Background: an optimization exercise with open tools, aiming at small area, a short achievable clock period and few clock cycles. Do not read the settings as production practice.
Only simulation tests tie the RTL to the original design; equivalence was not proved.

==> amber: inputs <==
==> flow/design.v (excerpt) <==
module cpuTop (
    input  logic                       clk,
    input  logic                       reset,
    output logic [32-1:0] wbAdr,
    output logic [32-1:0] wbDatW,
    output logic                       wbWe,
    output logic                       wbCyc,
    output logic                       wbStb,
    input  logic [32-1:0] wbDatR,
    input  logic                       wbAck,
    output logic                       outValid,
    output logic [32-1:0] outData
);
==> module cpuTop, before the edit <==
module cpuTop (
    input  logic                       clk,
    input  logic                       reset,
    output logic [32-1:0] wbAdr,
    output logic [32-1:0] wbDatW,
    output logic                       wbWe,
    output logic                       wbCyc,
    output logic                       wbStb,
    input  logic [32-1:0] wbDatR,
    input  logic                       wbAck,
    output logic                       outValid,
    output logic [32-1:0] outData
);
    localparam int W = 32;
    logic [W-1:0] adr;
    logic         cyc;
    logic         we;
    logic         dreq;       
    logic         squash;     
    logic [W-1:0] oReg;       
    logic         outV;
    logic [W-1:0]     pc;     
    isaPkg::instrWord ir;
    logic [W-1:0]     aReg;
    logic [W-1:0]     opB;    
    logic             subOp;
    logic             fresh;  
    logic [1:0] cls;
    logic [3:0] kind;
    logic       isAluClass;
    logic       isBranch;
    logic       isSpecial;
    logic       isLoad;
    logic       isStore;
    logic       isOut;
    logic       isMem;
    logic       predTaken;
    assign cls = ir.aluForm.cls;
    assign kind = {ir.ctlForm.kind, ir.ctlForm.variant};
    assign isAluClass = !cls[1];
    assign isBranch = (cls == isaPkg::branch);
    assign isSpecial = (cls == isaPkg::special);
    assign isLoad = isSpecial && (kind == isaPkg::kindLoad);
    assign isStore = isSpecial && (kind == isaPkg::kindStore);
    assign isOut = isSpecial && (kind == isaPkg::kindOut);
    assign isMem = isSpecial && (kind[3:1] == 3'b110);
    assign predTaken = (ir.ctlForm.variant == isaPkg::condAlways)
                    || ir.aluForm.imm[14-1];
    logic [W-1:0] sum;
    logic [W-1:0] aluResult;
    alu alu_i (
        .func  (ir.aluForm.op),
        .isSub (subOp),
        .opA   (aReg),
        .opB   (opB),
        .sum   (sum),
        .result(aluResult)
    );
    logic condMet;
    always_comb begin
        case (ir.ctlForm.variant)
            isaPkg::condAlways:      condMet = 1'b1;
            isaPkg::condNegative:    condMet = aReg[W-1];
            isaPkg::condNonNegative: condMet = !aReg[W-1];
            default:                 condMet = (aReg == '0);
        endcase
    end
    logic         taken;
    logic [W-1:0] target;
    logic         redirect;    
    assign taken = isBranch && condMet;
    claAdder target_i (
        .a      (pc),
        .b      (opB),
        .carryIn(1'b0),
        .sum    (target)
    );
    assign redirect = fresh && isBranch && !predTaken && condMet;
    isaPkg::instrWord fetched;
    logic             fIsMem;
    logic             fIsBranch;
    logic             fPredTaken;
    logic             fUseImm;
    logic             fSub;
    logic [W-1:0]     fImm;
    assign fetched = wbDatR;
    assign fIsBranch = (fetched.aluForm.cls == isaPkg::branch);
    assign fIsMem = (fetched.aluForm.cls == isaPkg::special)
                 && (fetched.ctlForm.kind == 2'b11) && !fetched.ctlForm.variant[1];
    assign fPredTaken = fIsBranch && ((fetched.ctlForm.variant == isaPkg::condAlways)
                                      || fetched.aluForm.imm[14-1]);
    assign fUseImm = (fetched.aluForm.cls == isaPkg::aluImm) || fIsBranch || fIsMem;
    assign fSub = !fetched.aluForm.cls[1] && (fetched.aluForm.op == isaPkg::opSub);
    assign fImm = {{(W - 14){fetched.aluForm.imm[14-1]}},
                   fetched.aluForm.imm};
    logic         aluWrite;
    logic         loadAck;
    logic         memExec;
    logic [W-1:0] rsData;
    logic [W-1:0] rtData;
    logic [W-1:0] aNext;
    logic [W-1:0] bNext;
    assign aluWrite = fresh && isAluClass;
    assign loadAck = cyc && wbAck && dreq && !we;
    assign memExec = fresh && isMem;
    regFile regFile_i (
        .clk      (clk),
        .reset    (reset),
        .rsIdx    (fetched.aluForm.rs),
        .rtIdx    (memExec ? ir.aluForm.rt : fetched.aluForm.rt),
        .rdIdx    (ir.aluForm.rd),
        .writeEn  (aluWrite || loadAck),
        .writeData(aluWrite ? aluResult : wbDatR),
        .rsData   (rsData),
        .rtData   (rtData)
    );
    assign aNext = (aluWrite && ir.aluForm.rd == fetched.aluForm.rs) ? aluResult : rsData;
    assign bNext = (aluWrite && ir.aluForm.rd == fetched.aluForm.rt) ? aluResult : rtData;
    logic fetchAck;
    logic goodFetch;
    logic [W-1:0] adrNext4;
    assign fetchAck = cyc && wbAck && !dreq;
    assign goodFetch = fetchAck && !squash && !redirect;
    assign adrNext4 = adr + 32'd4;
    always_ff @(posedge clk) begin
        if (reset) begin
            adr <= 32'h0000_0000;
            cyc <= 1'b1;
            we <= 1'b0;
            dreq <= 1'b0;
            squash <= 1'b0;
            fresh <= 1'b0;
            outV <= 1'b0;
        end else begin
            fresh <= goodFetch;
            outV <= fresh && isOut;
            if (goodFetch) begin
                pc <= adrNext4;
                adr <= adrNext4;
                cyc <= !(fIsMem || fPredTaken);
            end else if (fetchAck) begin
                squash <= 1'b0;
                adr <= redirect ? target : pc;
            end else if (cyc && wbAck) begin
                dreq <= 1'b0;
                we <= 1'b0;
                adr <= pc;
            end else if (redirect) begin
                squash <= 1'b1;
                pc <= target;
            end else if (fresh && isMem) begin
                adr <= sum;
                cyc <= 1'b1;
                dreq <= 1'b1;
                we <= isStore;
            end else if (fresh && isBranch && predTaken) begin
                adr <= taken ? target : pc;
                cyc <= 1'b1;
            end
        end
    end
    always_ff @(posedge clk) begin
        if (fresh && isOut) begin
            oReg <= sum;
        end else if (memExec) begin
            oReg <= rtData;
        end
        if (goodFetch) begin
            ir <= fetched;
            aReg <= aNext;
            opB <= (fUseImm ? fImm : bNext) ^ {W{fSub}};
            subOp <= fSub;
        end
    end
    assign wbAdr = adr;
    assign wbCyc = cyc;
    assign wbStb = cyc;
    assign wbWe = we;
    assign wbDatW = oReg;
    assign outValid = outV;
    assign outData = oReg;
endmodule
clock: 5.5 ns
lec_check: 0
cap_margin: 20
core_margin: 2
core_utilization: 40
place_density: 0.6
slew_margin: 20
run.sh (not shown) runs the stock make flow with config.mk's settings and CLKGATE_MAP_FILE= SYNTH_SCRIPT=/design/flow/synth_recipe.tcl, a recipe that flattens the netlist after the stock synthesis.
==> inputs of ember, as changes to amber <==
--- a/flow/design.v
+++ b/flow/design.v
@@ -165,16 +165,28 @@
         end
     end
     always_ff @(posedge clk) begin
         if (writeEn) begin
             regs[rdIdx] <= writeData;
         end
     end
-    assign rsData = written[rsIdx] ? regs[rsIdx] : '0;
-    assign rtData = written[rtIdx] ? regs[rtIdx] : '0;
+    logic [16-1:0] rsHot;
+    logic [16-1:0] rtHot;
+    always_comb begin
+        for (int i = 0; i < 16; i++) begin
+            rsHot[i] = written[i] && (rsIdx == i[4-1:0]);
+            rtHot[i] = written[i] && (rtIdx == i[4-1:0]);
+        end
+        rsData = '0;
+        rtData = '0;
+        for (int i = 0; i < 16; i++) begin
+            rsData = rsData | (regs[i] & {32{rsHot[i]}});
+            rtData = rtData | (regs[i] & {32{rtHot[i]}});
+        end
+    end
 endmodule
 `default_nettype wire
 `timescale 1ns/1ps
 `default_nettype none
 `default_nettype wire
 `timescale 1ns/1ps
 `default_nettype none
@@ -191,27 +203,34 @@
     output logic                       wbStb,
     input  logic [32-1:0] wbDatR,
     input  logic                       wbAck,
     output logic                       outValid,
     output logic [32-1:0] outData
 );
     localparam int W = 32;
+    localparam int R = 4;
     logic [W-1:0] adr;
     logic         cyc;
     logic         we;
     logic         dreq;       
+    logic         dLoad;      
+    logic [R-1:0] dRd;        
     logic         squash;     
     logic [W-1:0] oReg;       
     logic         outV;
-    logic [W-1:0]     pc;     
+    logic [W-1:0]     pc;      
     isaPkg::instrWord ir;
-    logic [W-1:0]     aReg;
-    logic [W-1:0]     opB;    
+    logic             irValid;
+    logic             irWait;  
+    logic [W-1:0]     aReg;    
+    logic [W-1:0]     bReg;    
+    logic [W-1:0]     opB;     
+    logic             useImm;
     logic             subOp;
-    logic             fresh;  
+    logic             fresh;   
     logic [1:0] cls;
     logic [3:0] kind;
     logic       isAluClass;
     logic       isBranch;
     logic       isSpecial;
     logic       isLoad;
     logic       isStore;
@@ -244,119 +263,147 @@
         case (ir.ctlForm.variant)
             isaPkg::condAlways:      condMet = 1'b1;
             isaPkg::condNegative:    condMet = aReg[W-1];
             isaPkg::condNonNegative: condMet = !aReg[W-1];
             default:                 condMet = (aReg == '0);
         endcase
     end
-    logic         taken;
     logic [W-1:0] target;
-    logic         redirect;    
-    assign taken = isBranch && condMet;
     claAdder target_i (
         .a      (pc),
         .b      (opB),
         .carryIn(1'b0),
         .sum    (target)
     );
-    assign redirect = fresh && isBranch && !predTaken && condMet;
+    logic         mispredict;
+    logic [W-1:0] fixAdr;
+    assign mispredict = fresh && isBranch && (predTaken != condMet);
+    assign fixAdr = condMet ? target : pc;
     isaPkg::instrWord fetched;
-    logic             fIsMem;
     logic             fIsBranch;
     logic             fPredTaken;
     logic             fUseImm;
     logic             fSub;
     logic [W-1:0]     fImm;
+    logic [15:0]      fImmStep;
+    logic [W-1:0]     fTarget;
     assign fetched = wbDatR;
     assign fIsBranch = (fetched.aluForm.cls == isaPkg::branch);
-    assign fIsMem = (fetched.aluForm.cls == isaPkg::special)
-                 && (fetched.ctlForm.kind == 2'b11) && !fetched.ctlForm.variant[1];
     assign fPredTaken = fIsBranch && ((fetched.ctlForm.variant == isaPkg::condAlways)
                                       || fetched.aluForm.imm[14-1]);
-    assign fUseImm = (fetched.aluForm.cls == isaPkg::aluImm) || fIsBranch || fIsMem;
+    assign fUseImm = (fetched.aluForm.cls == isaPkg::aluImm) || fIsBranch
+                  || ((fetched.aluForm.cls == isaPkg::special)
+                      && (fetched.ctlForm.kind == 2'b11) && !fetched.ctlForm.variant[1]);
     assign fSub = !fetched.aluForm.cls[1] && (fetched.aluForm.op == isaPkg::opSub);
     assign fImm = {{(W - 14){fetched.aluForm.imm[14-1]}},
                    fetched.aluForm.imm};
+    assign fImmStep = {{2{fetched.aluForm.imm[14-1]}}, fetched.aluForm.imm} + 16'd4;
+    claAdder fTarget_i (
+        .a      (adr),
+        .b      ({{(W-16){fImmStep[15]}}, fImmStep}),
+        .carryIn(1'b0),
+        .sum    (fTarget)
+    );
     logic         aluWrite;
+    logic         dataAck;
     logic         loadAck;
-    logic         memExec;
     logic [W-1:0] rsData;
     logic [W-1:0] rtData;
     logic [W-1:0] aNext;
     logic [W-1:0] bNext;
     assign aluWrite = fresh && isAluClass;
-    assign loadAck = cyc && wbAck && dreq && !we;
-    assign memExec = fresh && isMem;
+    assign dataAck = cyc && wbAck && dreq;
+    assign loadAck = dataAck && dLoad;
     regFile regFile_i (
         .clk      (clk),
         .reset    (reset),
         .rsIdx    (fetched.aluForm.rs),
-        .rtIdx    (memExec ? ir.aluForm.rt : fetched.aluForm.rt),
-        .rdIdx    (ir.aluForm.rd),
+        .rtIdx    (fetched.aluForm.rt),
+        .rdIdx    (loadAck ? dRd : ir.aluForm.rd),
         .writeEn  (aluWrite || loadAck),
         .writeData(aluWrite ? aluResult : wbDatR),
         .rsData   (rsData),
         .rtData   (rtData)
     );
     assign aNext = (aluWrite && ir.aluForm.rd == fetched.aluForm.rs) ? aluResult : rsData;
     assign bNext = (aluWrite && ir.aluForm.rd == fetched.aluForm.rt) ? aluResult : rtData;
-    logic fetchAck;
-    logic goodFetch;
+    logic         fetchAck;
+    logic         goodFetch;
+    logic         memNext;    
     logic [W-1:0] adrNext4;
     assign fetchAck = cyc && wbAck && !dreq;
-    assign goodFetch = fetchAck && !squash && !redirect;
+    assign goodFetch = fetchAck && !squash && !mispredict;
+    assign memNext = irValid && !irWait && isMem;
     assign adrNext4 = adr + 32'd4;
     always_ff @(posedge clk) begin
         if (reset) begin
             adr <= 32'h0000_0000;
             cyc <= 1'b1;
             we <= 1'b0;
             dreq <= 1'b0;
             squash <= 1'b0;
+            irValid <= 1'b0;
+            irWait <= 1'b0;
             fresh <= 1'b0;
             outV <= 1'b0;
         end else begin
-            fresh <= goodFetch;
+            fresh <= (goodFetch && !memNext) || (dataAck && irWait);
             outV <= fresh && isOut;
             if (goodFetch) begin
+                irValid <= 1'b1;
+                irWait <= memNext;
                 pc <= adrNext4;
-                adr <= adrNext4;
-                cyc <= !(fIsMem || fPredTaken);
+                if (memNext) begin
+                    adr <= sum;
+                    we <= isStore;
+                    dreq <= 1'b1;
+                end else begin
+                    adr <= fPredTaken ? fTarget : adrNext4;
+                end
             end else if (fetchAck) begin
                 squash <= 1'b0;
-                adr <= redirect ? target : pc;
-            end else if (cyc && wbAck) begin
+                adr <= mispredict ? fixAdr : pc;
+            end else if (dataAck) begin
                 dreq <= 1'b0;
                 we <= 1'b0;
-                adr <= pc;
-            end else if (redirect) begin
+                irWait <= 1'b0;
+                adr <= (isBranch && predTaken) ? target : pc;
+            end else if (mispredict) begin
                 squash <= 1'b1;
-                pc <= target;
-            end else if (fresh && isMem) begin
-                adr <= sum;
-                cyc <= 1'b1;
-                dreq <= 1'b1;
-                we <= isStore;
-            end else if (fresh && isBranch && predTaken) begin
-                adr <= taken ? target : pc;
-                cyc <= 1'b1;
+                pc <= fixAdr;
             end
         end
     end
     always_ff @(posedge clk) begin
         if (fresh && isOut) begin
             oReg <= sum;
-        end else if (memExec) begin
-            oReg <= rtData;
+        end else if (goodFetch && memNext) begin
+            oReg <= bReg;
+        end
+        if (goodFetch) begin
+            dLoad <= isLoad;
+            dRd <= ir.aluForm.rd;
         end
         if (goodFetch) begin
             ir <= fetched;
             aReg <= aNext;
+            bReg <= bNext;
             opB <= (fUseImm ? fImm : bNext) ^ {W{fSub}};
+            useImm <= fUseImm;
             subOp <= fSub;
+        end else if (loadAck) begin
+            if (ir.aluForm.rs == dRd) begin
+                aReg <= wbDatR;
+            end
+            if (ir.aluForm.rt == dRd) begin
+                bReg <= wbDatR;
+                if (!useImm) begin
+                    opB <= wbDatR ^ {W{subOp}};
+                end
+            end
         end
     end
     assign wbAdr = adr;
     assign wbCyc = cyc;
     assign wbStb = cyc;
     assign wbWe = we;
     assign wbDatW = oReg;
--- a/flow/config.mk
+++ b/flow/config.mk
@@ -4,9 +4,13 @@
 export VERILOG_FILES = /design/flow/design.v
 export SDC_FILE = /design/flow/constraint.sdc
 export NUM_CORES = 4
 export LEC_CHECK = 0
 export CAP_MARGIN = 20
 export CORE_MARGIN = 2
 export CORE_UTILIZATION = 40
+export CTS_BUF_LIST = sky130_fd_sc_hd__clkbuf_8
+export CTS_CLUSTER_SIZE = 24
 export PLACE_DENSITY = 0.6
+export SETUP_SLACK_MARGIN = 1.5
 export SLEW_MARGIN = 20
+export TNS_END_PERCENT = 100
==> inputs of garnet, as changes to amber <==
--- a/flow/design.v
+++ b/flow/design.v
@@ -191,27 +191,34 @@
     output logic                       wbStb,
     input  logic [32-1:0] wbDatR,
     input  logic                       wbAck,
     output logic                       outValid,
     output logic [32-1:0] outData
 );
     localparam int W = 32;
+    localparam int R = 4;
     logic [W-1:0] adr;
     logic         cyc;
     logic         we;
     logic         dreq;       
+    logic         dLoad;      
+    logic [R-1:0] dRd;        
     logic         squash;     
     logic [W-1:0] oReg;       
     logic         outV;
-    logic [W-1:0]     pc;     
+    logic [W-1:0]     pc;      
     isaPkg::instrWord ir;
-    logic [W-1:0]     aReg;
-    logic [W-1:0]     opB;    
+    logic             irValid;
+    logic             irWait;  
+    logic [W-1:0]     aReg;    
+    logic [W-1:0]     bReg;    
+    logic [W-1:0]     opB;     
+    logic             useImm;
     logic             subOp;
-    logic             fresh;  
+    logic             fresh;   
     logic [1:0] cls;
     logic [3:0] kind;
     logic       isAluClass;
     logic       isBranch;
     logic       isSpecial;
     logic       isLoad;
     logic       isStore;
@@ -244,119 +251,147 @@
         case (ir.ctlForm.variant)
             isaPkg::condAlways:      condMet = 1'b1;
             isaPkg::condNegative:    condMet = aReg[W-1];
             isaPkg::condNonNegative: condMet = !aReg[W-1];
             default:                 condMet = (aReg == '0);
         endcase
     end
-    logic         taken;
     logic [W-1:0] target;
-    logic         redirect;    
-    assign taken = isBranch && condMet;
     claAdder target_i (
         .a      (pc),
         .b      (opB),
         .carryIn(1'b0),
         .sum    (target)
     );
-    assign redirect = fresh && isBranch && !predTaken && condMet;
+    logic         mispredict;
+    logic [W-1:0] fixAdr;
+    assign mispredict = fresh && isBranch && (predTaken != condMet);
+    assign fixAdr = condMet ? target : pc;
     isaPkg::instrWord fetched;
-    logic             fIsMem;
     logic             fIsBranch;
     logic             fPredTaken;
     logic             fUseImm;
     logic             fSub;
     logic [W-1:0]     fImm;
+    logic [15:0]      fImmStep;
+    logic [W-1:0]     fTarget;
     assign fetched = wbDatR;
     assign fIsBranch = (fetched.aluForm.cls == isaPkg::branch);
-    assign fIsMem = (fetched.aluForm.cls == isaPkg::special)
-                 && (fetched.ctlForm.kind == 2'b11) && !fetched.ctlForm.variant[1];
     assign fPredTaken = fIsBranch && ((fetched.ctlForm.variant == isaPkg::condAlways)
                                       || fetched.aluForm.imm[14-1]);
-    assign fUseImm = (fetched.aluForm.cls == isaPkg::aluImm) || fIsBranch || fIsMem;
+    assign fUseImm = (fetched.aluForm.cls == isaPkg::aluImm) || fIsBranch
+                  || ((fetched.aluForm.cls == isaPkg::special)
+                      && (fetched.ctlForm.kind == 2'b11) && !fetched.ctlForm.variant[1]);
     assign fSub = !fetched.aluForm.cls[1] && (fetched.aluForm.op == isaPkg::opSub);
     assign fImm = {{(W - 14){fetched.aluForm.imm[14-1]}},
                    fetched.aluForm.imm};
+    assign fImmStep = {{2{fetched.aluForm.imm[14-1]}}, fetched.aluForm.imm} + 16'd4;
+    claAdder fTarget_i (
+        .a      (adr),
+        .b      ({{(W-16){fImmStep[15]}}, fImmStep}),
+        .carryIn(1'b0),
+        .sum    (fTarget)
+    );
     logic         aluWrite;
+    logic         dataAck;
     logic         loadAck;
-    logic         memExec;
     logic [W-1:0] rsData;
     logic [W-1:0] rtData;
     logic [W-1:0] aNext;
     logic [W-1:0] bNext;
     assign aluWrite = fresh && isAluClass;
-    assign loadAck = cyc && wbAck && dreq && !we;
-    assign memExec = fresh && isMem;
+    assign dataAck = cyc && wbAck && dreq;
+    assign loadAck = dataAck && dLoad;
     regFile regFile_i (
         .clk      (clk),
         .reset    (reset),
         .rsIdx    (fetched.aluForm.rs),
-        .rtIdx    (memExec ? ir.aluForm.rt : fetched.aluForm.rt),
-        .rdIdx    (ir.aluForm.rd),
+        .rtIdx    (fetched.aluForm.rt),
+        .rdIdx    (loadAck ? dRd : ir.aluForm.rd),
         .writeEn  (aluWrite || loadAck),
         .writeData(aluWrite ? aluResult : wbDatR),
         .rsData   (rsData),
         .rtData   (rtData)
     );
     assign aNext = (aluWrite && ir.aluForm.rd == fetched.aluForm.rs) ? aluResult : rsData;
     assign bNext = (aluWrite && ir.aluForm.rd == fetched.aluForm.rt) ? aluResult : rtData;
-    logic fetchAck;
-    logic goodFetch;
+    logic         fetchAck;
+    logic         goodFetch;
+    logic         memNext;    
     logic [W-1:0] adrNext4;
     assign fetchAck = cyc && wbAck && !dreq;
-    assign goodFetch = fetchAck && !squash && !redirect;
+    assign goodFetch = fetchAck && !squash && !mispredict;
+    assign memNext = irValid && !irWait && isMem;
     assign adrNext4 = adr + 32'd4;
     always_ff @(posedge clk) begin
         if (reset) begin
             adr <= 32'h0000_0000;
             cyc <= 1'b1;
             we <= 1'b0;
             dreq <= 1'b0;
             squash <= 1'b0;
+            irValid <= 1'b0;
+            irWait <= 1'b0;
             fresh <= 1'b0;
             outV <= 1'b0;
         end else begin
-            fresh <= goodFetch;
+            fresh <= (goodFetch && !memNext) || (dataAck && irWait);
             outV <= fresh && isOut;
             if (goodFetch) begin
+                irValid <= 1'b1;
+                irWait <= memNext;
                 pc <= adrNext4;
-                adr <= adrNext4;
-                cyc <= !(fIsMem || fPredTaken);
+                if (memNext) begin
+                    adr <= sum;
+                    we <= isStore;
+                    dreq <= 1'b1;
+                end else begin
+                    adr <= fPredTaken ? fTarget : adrNext4;
+                end
             end else if (fetchAck) begin
                 squash <= 1'b0;
-                adr <= redirect ? target : pc;
-            end else if (cyc && wbAck) begin
+                adr <= mispredict ? fixAdr : pc;
+            end else if (dataAck) begin
                 dreq <= 1'b0;
                 we <= 1'b0;
-                adr <= pc;
-            end else if (redirect) begin
+                irWait <= 1'b0;
+                adr <= (isBranch && predTaken) ? target : pc;
+            end else if (mispredict) begin
                 squash <= 1'b1;
-                pc <= target;
-            end else if (fresh && isMem) begin
-                adr <= sum;
-                cyc <= 1'b1;
-                dreq <= 1'b1;
-                we <= isStore;
-            end else if (fresh && isBranch && predTaken) begin
-                adr <= taken ? target : pc;
-                cyc <= 1'b1;
+                pc <= fixAdr;
             end
         end
     end
     always_ff @(posedge clk) begin
         if (fresh && isOut) begin
             oReg <= sum;
-        end else if (memExec) begin
-            oReg <= rtData;
+        end else if (goodFetch && memNext) begin
+            oReg <= bReg;
+        end
+        if (goodFetch) begin
+            dLoad <= isLoad;
+            dRd <= ir.aluForm.rd;
         end
         if (goodFetch) begin
             ir <= fetched;
             aReg <= aNext;
+            bReg <= bNext;
             opB <= (fUseImm ? fImm : bNext) ^ {W{fSub}};
+            useImm <= fUseImm;
             subOp <= fSub;
+        end else if (loadAck) begin
+            if (ir.aluForm.rs == dRd) begin
+                aReg <= wbDatR;
+            end
+            if (ir.aluForm.rt == dRd) begin
+                bReg <= wbDatR;
+                if (!useImm) begin
+                    opB <= wbDatR ^ {W{subOp}};
+                end
+            end
         end
     end
     assign wbAdr = adr;
     assign wbCyc = cyc;
     assign wbStb = cyc;
     assign wbWe = we;
     assign wbDatW = oReg;
--- a/flow/config.mk
+++ b/flow/config.mk
@@ -5,8 +5,9 @@
 export SDC_FILE = /design/flow/constraint.sdc
 export NUM_CORES = 4
 export LEC_CHECK = 0
 export CAP_MARGIN = 20
 export CORE_MARGIN = 2
 export CORE_UTILIZATION = 40
 export PLACE_DENSITY = 0.6
+export SETUP_SLACK_MARGIN = 1.5
 export SLEW_MARGIN = 20
==> impl_metrics.ini <==
[setup_path]
r2r-end = regFile_i.regs[3][25]
endpoint = regFile_i.regs[3][25]
required_ns = 5.96

[yosys]
synth_compound_area_share_pct = 15.3
ys_seq_area_share_pct = 50.4

[placed_design]
dp_worst_setup_slack_ns = 0.888

[run_status]
outcome = no timing/DRC/antenna violations

[cts]
numCtsBuffers = 80
# the run above: amber

==> impl_metrics.ini <==
[run_status]
outcome = no timing/DRC/antenna violations

[grt]
busiest_layer = met2

[yosys]
synth_compound_area_share_pct = 22.9
ys_seq_area_share_pct = 51.0

[setup_path]
r2r-end = adr[28]
endpoint = adr[28]
required_ns = 6.21
cp-start-kind = flop

[die]
coreArea_um2 = 107000

[finish]
inv_count = 104
multi_input_gates = 2878
nClkBuffers = 140

[route]
vias = 37425

[cts]
numCtsBuffers = 133

[placed_design]
dp_worst_setup_slack_ns = 0.151
# the run above: ember

==> impl_metrics.ini <==
[run_status]
outcome = no timing/DRC/antenna violations

[setup_path]
r2r-end = opB[27]
cp-start-kind = flop
endpoint = opB[27]
required_ns = 5.91

[die]
ios = 135

[yosys]
synth_compound_area_share_pct = 13.4

[cts]
cts_buffer_depth = 3
numCtsBuffers = 83

[route]
topRoutingLayerUsed = met5

[sta]
final.min_clock_period_ns = 3.96

[finish]
top_register = regFile_i.regs

[placed_design]
dp_worst_setup_slack_ns = 0.356
# the run above: garnet

Testbench counts of amber, summed over its fixed seeds: cycles 13,615.
Testbench counts of ember, summed over its fixed seeds: cycles 12,647.
Testbench counts of garnet, summed over its fixed seeds: cycles 12,647.

==> what the ideal ports hide <==
The flow's constraints put no driver on any port. The routed layouts listed below were extracted and timed again, unchanged, in two steps.
Step 1 (the two cells are an assumption about what drives the block):
set clk [get_ports {clk}]
set_driving_cell -lib_cell sky130_fd_sc_hd__clkbuf_16 $clk
set_driving_cell -lib_cell sky130_fd_sc_hd__buf_2 [delete_from_list [all_inputs] $clk]
Step 2, shift: input delay + t, output delay - t, t = (earliest + latest rising clock arrival at the registers) / 2. This alone moves slack from input paths to output paths.
Slacks: ideal ports / drivers / drivers and shift; pairs: ideal ports / drivers.
run	t (ns)	slack for setup (ns)	latest minus earliest clock arrival (ns)
amber	0.719	1.104 / 1.104 / 0.673	0.038 / 0.038
ember	0.901	1.540 / 1.537 / 0.637	0.047 / 0.047
garnet	0.734	1.542 / 1.542 / 0.881	0.020 / 0.020
After both steps every run listed still meets setup and hold. The setup slack of ember, which loses most, moves by -0.003 ns with the drivers and by -0.903 ns with both steps.
